What follows belongs to an exercise in optimizing a design on an open flow for small area and few clock cycles; a production flow would make more cautious choices. RTL that was checked went through simulation tests only; none was proved equivalent to the original.

==> inputs of job 4969 <==
==> flow/design.v <==
`timescale 1ns/1ps
package ka_pkg;
	localparam int WORD_W = 36;
	localparam int ADDR_W = 18;
	localparam int FM_ADDR_W = 4;
	localparam int FM_WORDS = 1 << FM_ADDR_W;
	localparam int NXM_CYCLES = 64;
	localparam int NXM_CNT_W = $clog2(NXM_CYCLES);
	typedef logic [0:WORD_W-1] word_t;
	typedef logic [WORD_W-ADDR_W:WORD_W-1] addr_t;
	typedef logic [WORD_W-FM_ADDR_W:WORD_W-1] fm_addr_t;
	typedef enum logic [1:0] {
		KS_IDLE,
		KS_WAIT_FM,	 
		KS_WAIT_CORE,	 
		KS_FINISH	 
	} key_state_t;
	typedef enum logic [1:0] {
		MC_IDLE,
		MC_ADR_WAIT,	 
		MC_RD_WAIT,
		MC_WR_RS	 
	} mc_state_t;
endpackage
`timescale 1ns/1ps
import ka_pkg::*;
module ka_top (
	input logic clk,
	input logic pi_reset,
	input logic key_exa,
	input logic key_ex_nxt,
	input logic key_dep,
	input logic key_dep_nxt,
	input logic fm_enable_sw,
	input ka_pkg::addr_t as,
	input ka_pkg::word_t ds,
	output ka_pkg::word_t ar,
	output ka_pkg::addr_t ma,
	output logic key_busy,
	output logic key_done,
	output logic nxm,
	input logic membus_addr_ack,
	input logic membus_rd_rs,
	input ka_pkg::word_t membus_mb_in,
	output logic membus_rq_cyc,
	output logic membus_rd_rq,
	output logic membus_wr_rq,
	output logic membus_wr_rs,
	output ka_pkg::addr_t membus_ma,
	output ka_pkg::word_t membus_mb_out
);
	localparam int FA = WORD_W - FM_ADDR_W;	 
	localparam logic [5:0] LFSR_SEED = 6'b000001;
	localparam logic [5:0] LFSR_TERM = 6'b100000;
	localparam logic [5:0] LFSR_NXM = 6'b000010;
	ka_pkg::word_t rw [0:FM_WORDS-1];
	logic rv [0:FM_WORDS-1];	 
	logic [3:0] ptr;
	ka_pkg::word_t ar_q;
	logic inflight;	 
	logic dep_f;
	logic fm_wait;	 
	logic fm_done;	 
	logic rq_pend;	 
	logic rd_wait;	 
	logic [5:0] lfsr;
	logic key_any;
	logic key_next;
	logic key_dep_any;
	logic accept;
	logic to_fm;
	ka_pkg::addr_t ma_next;
	logic rd_end;
	logic nxm_end;
	logic rq_start;
	logic [3:0] d_acc;
	logic [3:0] d_cur;
	logic al_acc;
	logic al_cur;
	logic [1:0] tap_sel;
	logic rd_now;
	logic ld_tap;
	logic s_ds;
	logic s_mb;
	logic s_q;
	logic fm_wr;
	ka_pkg::word_t ar_d;
	assign key_any = key_exa | key_ex_nxt | key_dep | key_dep_nxt;
	assign key_next = ~key_exa & (key_ex_nxt | ~key_dep & key_dep_nxt);
	assign key_dep_any = ~key_exa & ~key_ex_nxt & (key_dep | key_dep_nxt);
	assign ma_next = key_next ? ma + 1'b1 : as;	 
	assign to_fm = fm_enable_sw && ma_next[WORD_W-ADDR_W:FA-1] == '0;
	assign rd_end = rd_wait & membus_rd_rs;
	assign nxm_end = inflight & nxm & lfsr == LFSR_NXM;
	assign membus_wr_rs = membus_rq_cyc & dep_f & membus_addr_ack;
	assign key_done = fm_done | nxm_end | membus_wr_rs | rd_end;
	assign key_busy = inflight & ~key_done;
	assign accept = key_any & ~key_busy;
	assign membus_rd_rq = membus_rq_cyc & ~dep_f;
	assign membus_wr_rq = membus_rq_cyc & dep_f;
	assign membus_ma = ma;
	assign membus_mb_out = ar_q;
	assign ar = rd_end ? membus_mb_in : ar_q;
	assign d_acc = ptr - ma_next[FA:WORD_W-1];
	assign d_cur = ptr - ma[FA:WORD_W-1];
	assign al_acc = key_dep_any ? d_acc[2:0] == '0 : d_acc[1:0] == '0;
	assign al_cur = dep_f ? d_cur[2:0] == '0 : d_cur[1:0] == '0;
	assign tap_sel = accept ? d_acc[3:2] : d_cur[3:2];
	assign rd_now = fm_wait & ~dep_f & al_cur;
	assign ld_tap = ~pi_reset & (accept ? ~key_dep_any & to_fm & al_acc : rd_now);
	assign s_ds = ~pi_reset & accept & key_dep_any;
	assign s_mb = ~pi_reset & ~accept & rd_end;
	assign s_q = ~pi_reset & ~accept & ~rd_now & ~rd_end;
	always_comb begin
		ar_d = ({WORD_W{s_ds}} & ds) | ({WORD_W{s_mb}} & membus_mb_in) |
			({WORD_W{s_q}} & ar_q);
		for (int j = 0; j < 4; j++)
			ar_d = ar_d | ({WORD_W{ld_tap & tap_sel == 2'(j) & rv[4*j]}} & rw[4*j]);
	end
	always_ff @(posedge clk)
		ar_q <= ar_d;
	assign fm_wr = fm_done & dep_f;
	always_ff @(posedge clk) begin
		for (int i = 0; i < FM_WORDS; i++) begin
			if (i % 8 == 2 && fm_wr && d_cur[3] == 1'(i / 8)) begin
				rw[i] <= ar_q;
				rv[i] <= ~pi_reset;
			end else begin
				rw[i] <= rw[(i + FM_WORDS - 1) % FM_WORDS];
				rv[i] <= ~pi_reset & rv[(i + FM_WORDS - 1) % FM_WORDS];
			end
		end
	end
	assign rq_start = accept & ~to_fm & ~membus_wr_rs | rq_pend;
	always_ff @(posedge clk)
		lfsr <= rq_start ? LFSR_SEED : {lfsr[4:0], lfsr[5] ^ lfsr[4]};
	always_ff @(posedge clk) begin
		if (pi_reset) begin
			ptr <= '0;
			inflight <= 1'b0;
			fm_wait <= 1'b0;
			fm_done <= 1'b0;
			rq_pend <= 1'b0;
			rd_wait <= 1'b0;
			membus_rq_cyc <= 1'b0;
			ma <= '0;
			nxm <= 1'b0;
		end else begin
			ptr <= ptr + 1'b1;
			fm_done <= 1'b0;
			rq_pend <= 1'b0;
			if (key_done)
				inflight <= 1'b0;
			if (fm_wait && al_cur) begin
				fm_wait <= 1'b0;
				fm_done <= 1'b1;
			end
			if (rq_pend)
				membus_rq_cyc <= 1'b1;
			if (membus_rq_cyc) begin
				if (membus_addr_ack) begin
					membus_rq_cyc <= 1'b0;
					rd_wait <= ~dep_f;
				end else if (lfsr == LFSR_TERM) begin
					membus_rq_cyc <= 1'b0;
					nxm <= 1'b1;
				end
			end
			if (rd_end)
				rd_wait <= 1'b0;
			if (accept) begin
				inflight <= 1'b1;
				ma <= ma_next;
				dep_f <= key_dep_any;
				nxm <= 1'b0;
				if (to_fm) begin
					if (al_acc)
						fm_done <= 1'b1;
					else
						fm_wait <= 1'b1;
				end else if (membus_wr_rs)
					rq_pend <= 1'b1;
				else
					membus_rq_cyc <= 1'b1;
			end
		end
	end
endmodule
==> flow/flow/run.sh <==
#!/bin/bash
# The standard layout with three changes: ABC maps for area (no buffering or
# sizing, which the placement repair does anyway), the ports get the smallest
# buffer, and the clock tree uses clkbuf_8 leaves without dummy loads.
set -euo pipefail
cd "$(dirname "$0")/.."
W=$PWD
rm -rf "$W/scripts_mod"
cp -r "$FLOW_HOME/scripts" "$W/scripts_mod"
cp "$W/flow/abc_area.script" "$W/scripts_mod/abc_speed.script"
export SCRIPTS_DIR="$W/scripts_mod"
export BUFFER_PORTS_ARGS="-buffer_cell sky130_fd_sc_hd__buf_1"
export CTS_ARGS="-sink_clustering_enable -repair_clock_nets -dont_use_dummy_load -buf_list sky130_fd_sc_hd__clkbuf_4 -sink_clustering_size 10 -sink_clustering_max_diameter 40"
bash standard.sh > standard_flow.log 2>&1
==> flow/flow/abc_area.script <==
&get -n
&st
&dch
&nf -R 1000
&put
==> flow/standard.sh <==
#!/bin/bash
# synth_recipe.tcl (not shown) runs the flow's synth.tcl, then flattens the netlist and writes it again
# the make line also repeats each setting of config.mk as NAME=value (left out here)
make -C /OpenROAD-flow-scripts/flow DESIGN_CONFIG=/design/flow/config.mk WORK_HOME=/design/flow/orfs CLKGATE_MAP_FILE= SYNTH_SCRIPT=/design/flow/synth_recipe.tcl "${@:-finish}"
==> flow/config.mk <==
export PLATFORM = sky130hd
export DESIGN_NAME = ka_top
export DESIGN_NICKNAME = ka_top
export VERILOG_FILES = /design/flow/design.v
export SDC_FILE = /design/flow/constraint.sdc
export NUM_CORES = 4
export LEC_CHECK = 0
export CAP_MARGIN = 20
export CORE_MARGIN = 2
export CORE_UTILIZATION = 60
export SLEW_MARGIN = 20
==> flow/constraint.sdc <==
create_clock -name core_clock -period 10.0 [get_ports {clk}]
set_input_delay 2.0000 -clock core_clock [delete_from_list [all_inputs] [get_ports {clk}]]
set_output_delay 2.0000 -clock core_clock [all_outputs]
set_load 0.01 [all_outputs]
==> job 3175 (differences from job 4969) <==
==> flow/design.v, changed modules only <==
module ka_top (
	input logic clk,
	input logic pi_reset,
	input logic key_exa,
	input logic key_ex_nxt,
	input logic key_dep,
	input logic key_dep_nxt,
	input logic fm_enable_sw,
	input ka_pkg::addr_t as,
	input ka_pkg::word_t ds,
	output ka_pkg::word_t ar,
	output ka_pkg::addr_t ma,
	output logic key_busy,
	output logic key_done,
	output logic nxm,
	input logic membus_addr_ack,
	input logic membus_rd_rs,
	input ka_pkg::word_t membus_mb_in,
	output logic membus_rq_cyc,
	output logic membus_rd_rq,
	output logic membus_wr_rq,
	output logic membus_wr_rs,
	output ka_pkg::addr_t membus_ma,
	output ka_pkg::word_t membus_mb_out
);
	localparam int NR = 4;	 
	localparam int NW = 2;	 
	localparam int SP = FM_WORDS / NR;	 
	localparam int SPW = $clog2(SP);
	localparam int TW = NR > 1 ? $clog2(NR) : 1;
	localparam int SPX = FM_WORDS / NW;	 
	localparam int SPXW = $clog2(SPX);
	localparam logic [5:0] LFSR_SEED = 6'b000001;
	localparam logic [5:0] LFSR_TERM = 6'b100000;
	ka_pkg::word_t rw [0:FM_WORDS-1];
	logic rv [0:FM_WORDS-1];	 
	logic [3:0] ptr;
	ka_pkg::word_t ar_q;
	logic inflight;	 
	logic dep_f;
	logic fm_wait;	 
	logic fm_done;	 
	logic [TW-1:0] wtap;	 
	logic rd_wait;	 
	logic nxm_1;
	logic rq_pend;	 
	logic nxm_done;
	logic [5:0] lfsr;
	logic key_any;
	logic key_next;
	logic key_dep_any;
	logic accept;
	logic to_fm;
	ka_pkg::addr_t ma_next;
	logic rd_end;
	logic [3:0] d_acc;
	logic [3:0] d_cur;
	logic al_acc;
	logic al_cur;
	logic [TW-1:0] t_acc;
	logic [TW-1:0] t_cur;
	logic [TW-1:0] tap_sel;
	ka_pkg::word_t tap_d;
	logic fm_wr;
	assign key_any = key_exa | key_ex_nxt | key_dep | key_dep_nxt;
	assign key_next = ~key_exa & (key_ex_nxt | ~key_dep & key_dep_nxt);
	assign key_dep_any = ~key_exa & ~key_ex_nxt & (key_dep | key_dep_nxt);
	assign ma_next = key_next ? ma + 1'b1 : as;	 
	assign to_fm = fm_enable_sw &&
		ma_next[WORD_W-ADDR_W:WORD_W-FM_ADDR_W-1] == '0;
	assign rd_end = rd_wait & membus_rd_rs;
	assign membus_wr_rs = membus_rq_cyc & dep_f & membus_addr_ack;
	assign key_done = fm_done | nxm_done | membus_wr_rs | rd_end;
	assign key_busy = inflight & ~key_done;
	assign accept = key_any & ~key_busy;
	assign membus_rd_rq = membus_rq_cyc & ~dep_f;
	assign membus_wr_rq = membus_rq_cyc & dep_f;
	assign membus_ma = ma;
	assign membus_mb_out = ar_q;
	assign ar = rd_end ? membus_mb_in : ar_q;
	assign d_acc = ptr - ma_next[WORD_W-FM_ADDR_W:WORD_W-1];
	assign d_cur = ptr - ma[WORD_W-FM_ADDR_W:WORD_W-1];
	assign al_acc = key_dep_any ? (SPXW == 0 || d_acc[SPXW-1:0] == '0) :
		(SPW == 0 || d_acc[SPW-1:0] == '0);
	assign al_cur = dep_f ? (SPXW == 0 || d_cur[SPXW-1:0] == '0) :
		(SPW == 0 || d_cur[SPW-1:0] == '0);
	assign t_acc = NR > 1 ? TW'(d_acc >> SPW) : '0;
	assign t_cur = NR > 1 ? TW'(d_cur >> SPW) : '0;
	always_comb begin
		tap_sel = accept ? t_acc : t_cur;
		tap_d = '0;
		for (int j = 0; j < NR; j++)
			if (tap_sel == TW'(j) && rv[j*SP])
				tap_d = rw[j*SP];
	end
	assign fm_wr = fm_done & dep_f;
	always_ff @(posedge clk) begin
		for (int i = 0; i < FM_WORDS; i++) begin
			if (i % SPX == 2 && fm_wr && wtap == TW'(((i + FM_WORDS - 2) % FM_WORDS) / SP)) begin
				rw[i] <= ar_q;
				rv[i] <= ~pi_reset;
			end else begin
				rw[i] <= rw[(i + FM_WORDS - 1) % FM_WORDS];
				rv[i] <= ~pi_reset & rv[(i + FM_WORDS - 1) % FM_WORDS];
			end
		end
	end
	always_ff @(posedge clk) begin
		if (pi_reset) begin
			ptr <= '0;
			inflight <= 1'b0;
			fm_wait <= 1'b0;
			fm_done <= 1'b0;
			rd_wait <= 1'b0;
			nxm_1 <= 1'b0;
			nxm_done <= 1'b0;
			rq_pend <= 1'b0;
			membus_rq_cyc <= 1'b0;
			ar_q <= '0;
			ma <= '0;
			nxm <= 1'b0;
		end else begin
			ptr <= ptr + 1'b1;
			fm_done <= 1'b0;
			nxm_1 <= 1'b0;
			nxm_done <= nxm_1;
			if (key_done)
				inflight <= 1'b0;
			if (fm_wait && al_cur) begin
				fm_wait <= 1'b0;
				fm_done <= 1'b1;
				wtap <= t_cur;
				if (!dep_f)
					ar_q <= tap_d;
			end
			if (membus_rq_cyc) begin
				lfsr <= {lfsr[4:0], lfsr[5] ^ lfsr[4]};
				if (membus_addr_ack) begin
					membus_rq_cyc <= 1'b0;
					rd_wait <= ~dep_f;
				end else if (lfsr == LFSR_TERM) begin
					membus_rq_cyc <= 1'b0;
					nxm_1 <= 1'b1;
					nxm <= 1'b1;
				end
			end
			rq_pend <= 1'b0;
			if (rq_pend) begin
				membus_rq_cyc <= 1'b1;
				lfsr <= LFSR_SEED;
			end
			if (rd_end) begin
				rd_wait <= 1'b0;
				ar_q <= membus_mb_in;
			end
			if (accept) begin
				inflight <= 1'b1;
				ma <= ma_next;
				dep_f <= key_dep_any;
				nxm <= 1'b0;
				if (key_dep_any)
					ar_q <= ds;
				else if (to_fm && al_acc)
					ar_q <= tap_d;
				else
					ar_q <= '0;
				if (to_fm) begin
					if (al_acc) begin
						fm_done <= 1'b1;
						wtap <= t_acc;
					end else
						fm_wait <= 1'b1;
				end else if (membus_wr_rs)
					rq_pend <= 1'b1;
				else begin
					membus_rq_cyc <= 1'b1;
					lfsr <= LFSR_SEED;
				end
			end
		end
	end
endmodule
==> flow/run.sh (new file) <==
#!/bin/bash
# synth_recipe.tcl (not shown) runs the flow's synth.tcl, then flattens the netlist and writes it again
# the make line also repeats each setting of config.mk as NAME=value (left out here)
make -C /OpenROAD-flow-scripts/flow DESIGN_CONFIG=/design/flow/config.mk WORK_HOME=/design/flow/orfs CLKGATE_MAP_FILE= SYNTH_SCRIPT=/design/flow/synth_recipe.tcl finish
CTS_BUF_LIST = sky130_fd_sc_hd__clkbuf_16   (was unset)
CTS_CLUSTER_DIAMETER = 60   (was unset)
CTS_CLUSTER_SIZE = 25   (was unset)
removed: flow/flow/run.sh
removed: flow/flow/abc_area.script
removed: flow/standard.sh
==> job 3442 (differences from job 4969) <==
--- a/flow/design.v
+++ b/flow/design.v
@@ -52,2 +52,4 @@
 	localparam int FA = WORD_W - FM_ADDR_W;	 
+	localparam int NW = 3;
+	localparam logic [4*NW-1:0] WA = {4'd10, 4'd5, 4'd0};	 
 	localparam logic [5:0] LFSR_SEED = 6'b000001;
@@ -86,2 +88,5 @@
 	logic fm_wr;
+	logic wal_acc;
+	logic wal_cur;
+	logic wsel;
 	ka_pkg::word_t ar_d;
@@ -105,4 +110,12 @@
 	assign d_cur = ptr - ma[FA:WORD_W-1];
-	assign al_acc = key_dep_any ? d_acc[2:0] == '0 : d_acc[1:0] == '0;
-	assign al_cur = dep_f ? d_cur[2:0] == '0 : d_cur[1:0] == '0;
+	always_comb begin
+		wal_acc = 1'b0;
+		wal_cur = 1'b0;
+		for (int m = 0; m < NW; m++) begin
+			wal_acc = wal_acc | d_acc == WA[4*m +: 4];
+			wal_cur = wal_cur | d_cur == WA[4*m +: 4];
+		end
+	end
+	assign al_acc = key_dep_any ? wal_acc : d_acc[1:0] == '0;
+	assign al_cur = dep_f ? wal_cur : d_cur[1:0] == '0;
 	assign tap_sel = accept ? d_acc[3:2] : d_cur[3:2];
@@ -124,3 +137,7 @@
 		for (int i = 0; i < FM_WORDS; i++) begin
-			if (i % 8 == 2 && fm_wr && d_cur[3] == 1'(i / 8)) begin
+			wsel = 1'b0;
+			for (int m = 0; m < NW; m++)
+				if (i == int'(WA[4*m +: 4]) + 2 && d_cur == WA[4*m +: 4] + 4'd1)
+					wsel = 1'b1;
+			if (fm_wr && wsel) begin
 				rw[i] <= ar_q;
--- a/flow/flow/run.sh
+++ b/flow/flow/run.sh
@@ -12,3 +12,3 @@
 export BUFFER_PORTS_ARGS="-buffer_cell sky130_fd_sc_hd__buf_1"
-export CTS_ARGS="-sink_clustering_enable -repair_clock_nets -dont_use_dummy_load -buf_list sky130_fd_sc_hd__clkbuf_4 -sink_clustering_size 10 -sink_clustering_max_diameter 40"
+export CTS_ARGS="-sink_clustering_enable -repair_clock_nets -dont_use_dummy_load -buf_list sky130_fd_sc_hd__clkbuf_8 -sink_clustering_size 18 -sink_clustering_max_diameter 50"
 bash standard.sh > standard_flow.log 2>&1
==> results.cfg <==
[status]
status = finished clean

[finish]
finalInstanceArea_sq_mm = 0.0196
drive_above_1_share_pct = 4.89
fill_cells = 2174

[yosys]
ys_types = 39

[route]
wire_per_inst_microns = 17.4
That was job 3442.
==> results.cfg <==
[finish]
fill_cells = 2150
finalInstanceArea_sq_mm = 0.0189
drive_above_1_share_pct = 6.82

[grt]
use_met1_pct = 29.9
grtUsageMet3_pct = 3.61
top_usage_layer = met2

[clock_network]
holdBufCountCts = 0

[yosys]
ys_types = 33

[status]
status = finished clean

[route]
wire_per_inst_microns = 17.0

[power]
p_int_mw = 3.09
That was job 4969.
==> results.cfg <==
[status]
status = finished clean

[clock_network]
ctsHtreeMaxLevel = 2

[finish]
fill_cells = 2195
num-clock-buffers = 36
drive_above_1_share_pct = 10.7
finalInstanceArea_sq_mm = 0.0222

[route]
wl_mm = 39.4
wire_per_inst_microns = 18.9

[placed_design]
dpl_cell_area_sq_mm = 0.0212

[yosys]
ys_types = 56
synth_compound_area_share_pct = 9.20
That was job 3175.
Testbench counts of job 4969, summed over its fixed seeds: cycles 30,042.
Testbench counts of job 3175, summed over its fixed seeds: cycles 30,042.
Only the layout flow was run in job 3442; the RTL was not checked for function there.

-- what the ideal ports hide --
No port has a modelled driver above. Below, the same layouts with a new extraction and two added sets of constraints.
Step 1 (the two cells are an assumption about what drives the block):
set clk [get_ports {clk}]
set_driving_cell -lib_cell sky130_fd_sc_hd__clkbuf_16 $clk
set_driving_cell -lib_cell sky130_fd_sc_hd__buf_2 [delete_from_list [all_inputs] $clk]
Step 2 times the ports against the registers' clock, not the clock port: input delays grow and output delays shrink by t, the midpoint of the rising clock arrivals with the driver on.
Three values: ideal ports, drivers, drivers and shift; two values: the first two.
run | shift t [ns] | slack for setup (ns) | hold WS [ns] | worst setup path after step 2 | worst register clock-pin slew, ns
job 4969 | 0.679 | 4.446 / 4.465 / 3.786 | 0.292 / 0.292 / 0.292 | input to register | 0.11 / 0.11
job 3175 | 0.589 | 3.108 / 3.136 / 2.547 | 0.323 / 0.323 / 0.323 | input to register | 0.09 / 0.09
job 3442 | 0.597 | 4.432 / 4.453 / 3.856 | 0.293 / 0.293 / 0.293 | input to register | 0.10 / 0.10
After both steps setup and hold are still met in every run listed. For job 4969, which loses most, drivers alone change the setup slack by +0.019 ns; drivers and shift together by -0.660 ns.
